Context: an optimization exercise on an open-source flow, tuned for small area. The choices shown serve that exercise and are no tape-out recipe.
RTL that was checked went through simulation tests only; none was proved equivalent to the original.

## run a
==> flow/design.v <==
`default_nettype none
module icape2_responder #(
    parameter logic [31:0] IDCODE   = 32'h0362D093,
    parameter int unsigned READ_LAT = 3
) (
    input  logic        i_clk,
    input  logic        i_reset,
    input  logic        i_csib,
    input  logic        i_rdwrb,
    input  logic [31:0] i_data,
    output logic [31:0] o_data,
    output logic        o_synced,
    output logic        o_iprog,
    output logic [31:0] o_wbstar,
    output logic        o_err
);
    localparam logic [31:0] c_SYNC        = 32'hAA995566;
    localparam logic [31:0] c_DUMMY       = 32'hFFFFFFFF;
    localparam logic [31:0] c_CMD_IPROG   = 32'h0000000F;
    localparam logic [31:0] c_CMD_DESYNC  = 32'h0000000D;
    localparam logic [4:0]  c_ADDR_CMD    = 5'h04;
    localparam logic [4:0]  c_ADDR_STAT   = 5'h07;
    localparam logic [4:0]  c_ADDR_IDCODE = 5'h0C;
    localparam logic [4:0]  c_ADDR_WBSTAR = 5'h10;
    localparam int N_SLOT = 29;
    localparam logic [2:0] S_UNSYNC = 3'd0;
    localparam logic [2:0] S_HDR    = 3'd1;
    localparam logic [2:0] S_WR     = 3'd2;
    localparam logic [2:0] S_RD0    = 3'd4;
    localparam logic [2:0] S_RD1    = 3'd5;
    localparam logic [2:0] S_RD2    = 3'd6;
    function automatic logic [31:0] f_swap(input logic [31:0] d);
        logic [31:0] s;
        for (int b = 0; b < 4; b++) begin
            for (int k = 0; k < 8; k++) begin
                s[8*b+k] = d[8*b+7-k];
            end
        end
        f_swap = s;
    endfunction
    logic [2:0]  r_state;
    logic [4:0]  r_addr;
    logic [26:0] r_count;
    logic        r_rdwrb_q;
    logic        r_have_t1;
    logic        r_rst_q;
    logic        r_pend;
    logic [4:0]  r_phase;
    logic [31:0] r_wbstar;
    logic [31:0] r_buf;
    logic [31:0] r_ring [0:N_SLOT-1];
    logic [31:0] w_word;
    logic        w_wr, w_rd, w_abort;
    logic        w_is_t1, w_is_t2, w_pkt_ok, w_ignore;
    logic [1:0]  w_op;
    logic [26:0] w_pkt_cnt;
    logic        w_cnt_nz;
    logic        w_unsync, w_hdr, w_wrst, w_rdst;
    logic        w_hdr_go;
    logic        w_ld_rd, w_ld_wr;
    logic        w_wr_word, w_rd_data;
    logic        w_cnt_last;
    logic        w_cmd_iprog, w_cmd_desync;
    logic        w_ones;
    logic        w_dec;
    logic [26:0] w_borrow;
    logic        w_in_ring;
    logic [4:0]  w_slot;
    logic [5:0]  w_sum;
    logic [4:0]  w_pos;
    logic [N_SLOT-1:0] w_at;
    logic        w_clr;
    logic        w_direct;
    logic        w_commit;
    logic        w_odd_next;
    logic [31:0] w_wd;
    logic [31:0] w_tap;
    logic        w_tap_hit;
    logic [31:0] w_rd_raw;
    assign w_word    = f_swap(i_data);
    assign w_wr      = !i_csib && !i_rdwrb;
    assign w_rd      = !i_csib &&  i_rdwrb;
    assign w_unsync  = (r_state == S_UNSYNC);
    assign w_hdr     = (r_state == S_HDR);
    assign w_wrst    = (r_state == S_WR);
    assign w_rdst    = r_state[2];
    assign w_abort   = !i_csib && (i_rdwrb != r_rdwrb_q) && !w_unsync;
    assign w_is_t1   = (w_word[31:29] == 3'b001);
    assign w_is_t2   = (w_word[31:29] == 3'b010);
    assign w_op      = w_word[28:27];
    assign w_pkt_cnt = w_is_t1 ? {16'd0, w_word[10:0]} : w_word[26:0];
    assign w_cnt_nz  = (w_pkt_cnt != '0);
    assign w_ignore  = (w_word == c_DUMMY) || (w_word == c_SYNC);
    assign w_pkt_ok  = w_is_t1 || (w_is_t2 && r_have_t1);
    assign w_hdr_go  = !w_abort && w_hdr && w_wr && !w_ignore;
    assign w_ld_rd   = w_hdr_go && w_pkt_ok && (w_op == 2'b01) && w_cnt_nz;
    assign w_ld_wr   = w_hdr_go && w_pkt_ok && (w_op == 2'b10) && w_cnt_nz;
    assign w_wr_word = !w_abort && w_wrst && w_wr;
    assign w_rd_data = !w_abort && (r_state == S_RD2) && w_rd;
    assign w_cnt_last   = (r_count == 27'd1);
    assign w_cmd_iprog  = (r_addr == c_ADDR_CMD) && (w_word == c_CMD_IPROG);
    assign w_cmd_desync = (r_addr == c_ADDR_CMD) && (w_word == c_CMD_DESYNC);
    assign w_ones    = w_ld_rd || (w_unsync && w_rd);
    assign w_dec     = w_wr_word || w_rd_data;
    assign o_synced  = !w_unsync;
    assign o_wbstar  = f_swap(r_wbstar);
    always_ff @(posedge i_clk) begin
        if (i_reset) begin
            r_state   <= S_UNSYNC;
            r_addr    <= '0;
            r_rdwrb_q <= 1'b0;
            r_have_t1 <= 1'b0;
            o_iprog   <= 1'b0;
            o_err     <= 1'b0;
        end else begin
            o_iprog   <= w_wr_word && w_cmd_iprog;
            r_rdwrb_q <= i_rdwrb;
            if (w_hdr_go && w_is_t1) begin
                r_have_t1 <= 1'b1;
                r_addr    <= w_word[17:13];
            end
            if (w_abort || (w_hdr_go && (!w_pkt_ok || w_op == 2'b11))) begin
                o_err <= 1'b1;
            end
            if (w_abort) begin
                r_state <= S_HDR;
            end else begin
                case (r_state)
                    S_UNSYNC: if (w_wr && w_word == c_SYNC) r_state <= S_HDR;
                    S_HDR: begin
                        if (w_ld_rd)      r_state <= S_RD0;
                        else if (w_ld_wr) r_state <= S_WR;
                    end
                    S_WR: begin
                        if (w_wr) begin
                            if (w_cmd_desync)    r_state <= S_UNSYNC;
                            else if (w_cnt_last) r_state <= S_HDR;
                        end
                    end
                    S_RD0: if (w_rd) r_state <= S_RD1;
                    S_RD1: if (w_rd) r_state <= S_RD2;
                    S_RD2: if (w_rd && w_cnt_last) r_state <= S_HDR;
                    default: r_state <= S_UNSYNC;
                endcase
            end
        end
    end
    always_comb begin
        w_borrow[0] = w_dec;
        for (int i = 1; i < 27; i++) begin
            w_borrow[i] = w_borrow[i-1] && !r_count[i-1];
        end
    end
    always_ff @(posedge i_clk) begin
        if (w_ld_rd || w_ld_wr) begin
            r_count <= w_pkt_cnt;
        end else begin
            r_count <= r_count ^ w_borrow;
        end
    end
    always_ff @(posedge i_clk) begin
        if (i_reset || (w_wr_word && r_addr == c_ADDR_WBSTAR)) begin
            r_wbstar <= i_data & {32{!i_reset}};
        end
    end
    always_comb begin
        case (r_addr)
            5'd29:   w_slot = 5'(c_ADDR_STAT);
            5'd30:   w_slot = 5'(c_ADDR_IDCODE);
            5'd31:   w_slot = 5'(c_ADDR_WBSTAR);
            default: w_slot = r_addr;
        endcase
        w_sum = {1'b0, w_slot} + {1'b0, r_phase};
        w_pos = (w_sum >= 6'(N_SLOT)) ? 5'(w_sum - 6'(N_SLOT)) : w_sum[4:0];
        for (int j = 0; j < N_SLOT; j++) begin
            w_at[j] = (w_pos == 5'(j));
        end
    end
    assign w_in_ring  = (r_addr != c_ADDR_STAT) && (r_addr != c_ADDR_IDCODE) &&
                        (r_addr != c_ADDR_WBSTAR);
    assign w_odd_next = !w_pos[0] && (w_pos != 5'(N_SLOT - 1));
    assign w_direct   = w_wr_word && w_in_ring && !w_odd_next;
    assign w_commit   = w_direct || r_pend;
    assign w_clr      = i_reset || r_rst_q;
    assign w_wd       = w_clr ? 32'd0 : (w_direct ? i_data : r_buf);
    always_ff @(posedge i_clk) begin
        r_rst_q <= i_reset;
        if (i_reset) begin
            r_pend  <= 1'b0;
            r_phase <= '0;
        end else begin
            r_pend  <= w_wr_word && w_in_ring && w_odd_next;
            r_phase <= (r_phase == 5'(N_SLOT - 1)) ? 5'd0 : r_phase + 5'd1;
        end
    end
    always_ff @(posedge i_clk) begin
        for (int j = 0; j < N_SLOT; j++) begin
            if (j % 2 == 0 && (w_clr || (w_commit && w_at[(j + N_SLOT - 1) % N_SLOT]))) begin
                r_ring[j] <= w_wd;
            end else begin
                r_ring[j] <= r_ring[(j + N_SLOT - 1) % N_SLOT];
            end
        end
    end
    always_comb begin
        w_tap     = '0;
        w_tap_hit = 1'b0;
        for (int j = 0; j < N_SLOT; j += 3) begin
            w_tap     = w_tap | (r_ring[j] & {32{w_at[j]}});
            w_tap_hit = w_tap_hit | w_at[j];
        end
    end
    always_ff @(posedge i_clk) begin
        if (!w_rdst) begin
            r_buf <= i_data;
        end else if (w_tap_hit) begin
            r_buf <= w_tap;
        end
    end
    always_comb begin
        if (r_addr == c_ADDR_IDCODE)      w_rd_raw = f_swap(IDCODE);
        else if (r_addr == c_ADDR_STAT)   w_rd_raw = f_swap(32'd1);
        else if (r_addr == c_ADDR_WBSTAR) w_rd_raw = r_wbstar;
        else                              w_rd_raw = r_buf;
    end
    always_ff @(posedge i_clk) begin
        if (i_reset || w_ones || w_rd_data) begin
            o_data <= (w_ones ? 32'hFFFFFFFF : w_rd_raw) & {32{!i_reset}};
        end
    end
endmodule
`default_nettype wire
clock: 10.0 ns
lec_check: 0
cap_margin: 20
core_margin: 2
core_utilization: 40
slew_margin: 20
run.sh (not shown) runs the stock make flow with config.mk's settings and CLKGATE_MAP_FILE= SYNTH_SCRIPT=/design/flow/synth_recipe.tcl, a recipe that flattens the netlist after the stock synthesis.
Here is what was changed in the inputs of run b compared with run a.
--- a/flow/design.v
+++ b/flow/design.v
@@ -45,12 +45,14 @@
     logic        r_have_t1;
     logic        r_rst_q;
     logic        r_pend;
     logic [4:0]  r_phase;
     logic [31:0] r_wbstar;
     logic [31:0] r_buf;
+    logic [31:0] r_odata;
+    logic        r_ones;
     logic [31:0] r_ring [0:N_SLOT-1];
     logic [31:0] w_word;
     logic        w_wr, w_rd, w_abort;
     logic        w_is_t1, w_is_t2, w_pkt_ok, w_ignore;
     logic [1:0]  w_op;
     logic [26:0] w_pkt_cnt;
@@ -190,43 +192,62 @@
             r_phase <= '0;
         end else begin
             r_pend  <= w_wr_word && w_in_ring && w_odd_next;
             r_phase <= (r_phase == 5'(N_SLOT - 1)) ? 5'd0 : r_phase + 5'd1;
         end
     end
+    function automatic logic f_pol(input int j);
+        f_pol = ((j / 2) % 2) == 1;
+    endfunction
     always_ff @(posedge i_clk) begin
         for (int j = 0; j < N_SLOT; j++) begin
-            if (j % 2 == 0 && (w_clr || (w_commit && w_at[(j + N_SLOT - 1) % N_SLOT]))) begin
-                r_ring[j] <= w_wd;
+            if (j == 0) begin
+                if (w_clr || (w_commit && w_at[N_SLOT - 1])) begin
+                    r_ring[j] <= w_wd;
+                end else begin
+                    r_ring[j] <= r_ring[N_SLOT - 1];
+                end
+            end else if (j % 2 == 0) begin
+                if (w_clr || (w_commit && w_at[j - 1])) begin
+                    r_ring[j] <= w_wd ^ {32{f_pol(j)}};
+                end else begin
+                    r_ring[j] <= ~r_ring[j - 1];
+                end
             end else begin
-                r_ring[j] <= r_ring[(j + N_SLOT - 1) % N_SLOT];
+                r_ring[j] <= r_ring[j - 1];
             end
         end
     end
     always_comb begin
         w_tap     = '0;
         w_tap_hit = 1'b0;
-        for (int j = 0; j < N_SLOT; j += 3) begin
-            w_tap     = w_tap | (r_ring[j] & {32{w_at[j]}});
+        for (int j = 0; j < N_SLOT; j += 4) begin
+            w_tap     = w_tap | ((r_ring[j] ^ {32{f_pol(j)}}) & {32{w_at[j]}});
             w_tap_hit = w_tap_hit | w_at[j];
         end
     end
     always_ff @(posedge i_clk) begin
-        if (!w_rdst) begin
-            r_buf <= i_data;
-        end else if (w_tap_hit) begin
-            r_buf <= w_tap;
-        end
+        r_buf <= i_data;
     end
     always_comb begin
         if (r_addr == c_ADDR_IDCODE)      w_rd_raw = f_swap(IDCODE);
         else if (r_addr == c_ADDR_STAT)   w_rd_raw = f_swap(32'd1);
         else if (r_addr == c_ADDR_WBSTAR) w_rd_raw = r_wbstar;
-        else                              w_rd_raw = r_buf;
-    end
-    always_ff @(posedge i_clk) begin
-        if (i_reset || w_ones || w_rd_data) begin
-            o_data <= (w_ones ? 32'hFFFFFFFF : w_rd_raw) & {32{!i_reset}};
-        end
-    end
+        else                              w_rd_raw = w_tap;
+    end
+    always_ff @(posedge i_clk) begin
+        if (i_reset) begin
+            r_ones <= 1'b0;
+        end else if (w_ones) begin
+            r_ones <= 1'b1;
+        end else if (w_rd_data) begin
+            r_ones <= 1'b0;
+        end
+    end
+    always_ff @(posedge i_clk) begin
+        if (i_reset || (w_rdst && (w_tap_hit || !w_in_ring))) begin
+            r_odata <= w_rd_raw & {32{!i_reset}};
+        end
+    end
+    assign o_data = r_odata | {32{r_ones}};
 endmodule
 `default_nettype wire
Hold slack in run b vs run a: up 0.010 ns. [diff] worst slew margin relative to its limit, run b relative to run a: regression. On share of the synthesized netlist area taken by xor and xnor gates, run b and run a are neck and neck. Taking run a as 1.0, run b lands at 1.17 on layout multi-input combinational cell count. Share of synthesized area occupied by flip-flops and latches: run b vs run a down 0.18 points. Final wirelength: run b > run a. Number of enable flip-flop cells after synthesis, run b and run a, lower one = run b. Delta (run b minus run a): fraction of final layout cells sized beyond drive strength 1 moved down; number of antenna diodes saw a decrease; number of cells on the critical path lost 2; post-layout instance area roughly the same; clock skew has increased.
For run b, only the layout was checked, not whether the RTL still works.

afterwards: timing with drivers on the ports:
Ports are ideal in the flow. The routed layouts listed here were re-timed in OpenROAD. Step 1, drivers: a clkbuf_16 drives i_clk and a buf_2 each remaining input, both assumed. Step 2 adds t to the input delays and takes it off the output delays; t is the mean of the earliest and latest rising clock arrival at the registers after step 1. Input paths then give back, and output paths get back, about the clock's delay inside the block. a / b / c = no drivers / after step 1 / after step 2; a / b = the first two.
| run | t, ns | setup slack, ns | latest minus earliest clock arrival (ns) |
|---|---|---|---|
| run a | 0.712 | 2.277 / 2.298 / 1.586 | 0.025 / 0.025 |
| run b | 0.733 | 2.610 / 2.647 / 1.914 | 0.046 / 0.046 |
After both steps setup and hold are still met in every run listed. The setup slack of run b, which loses most, moves by +0.037 ns with the drivers and by -0.696 ns with both steps.
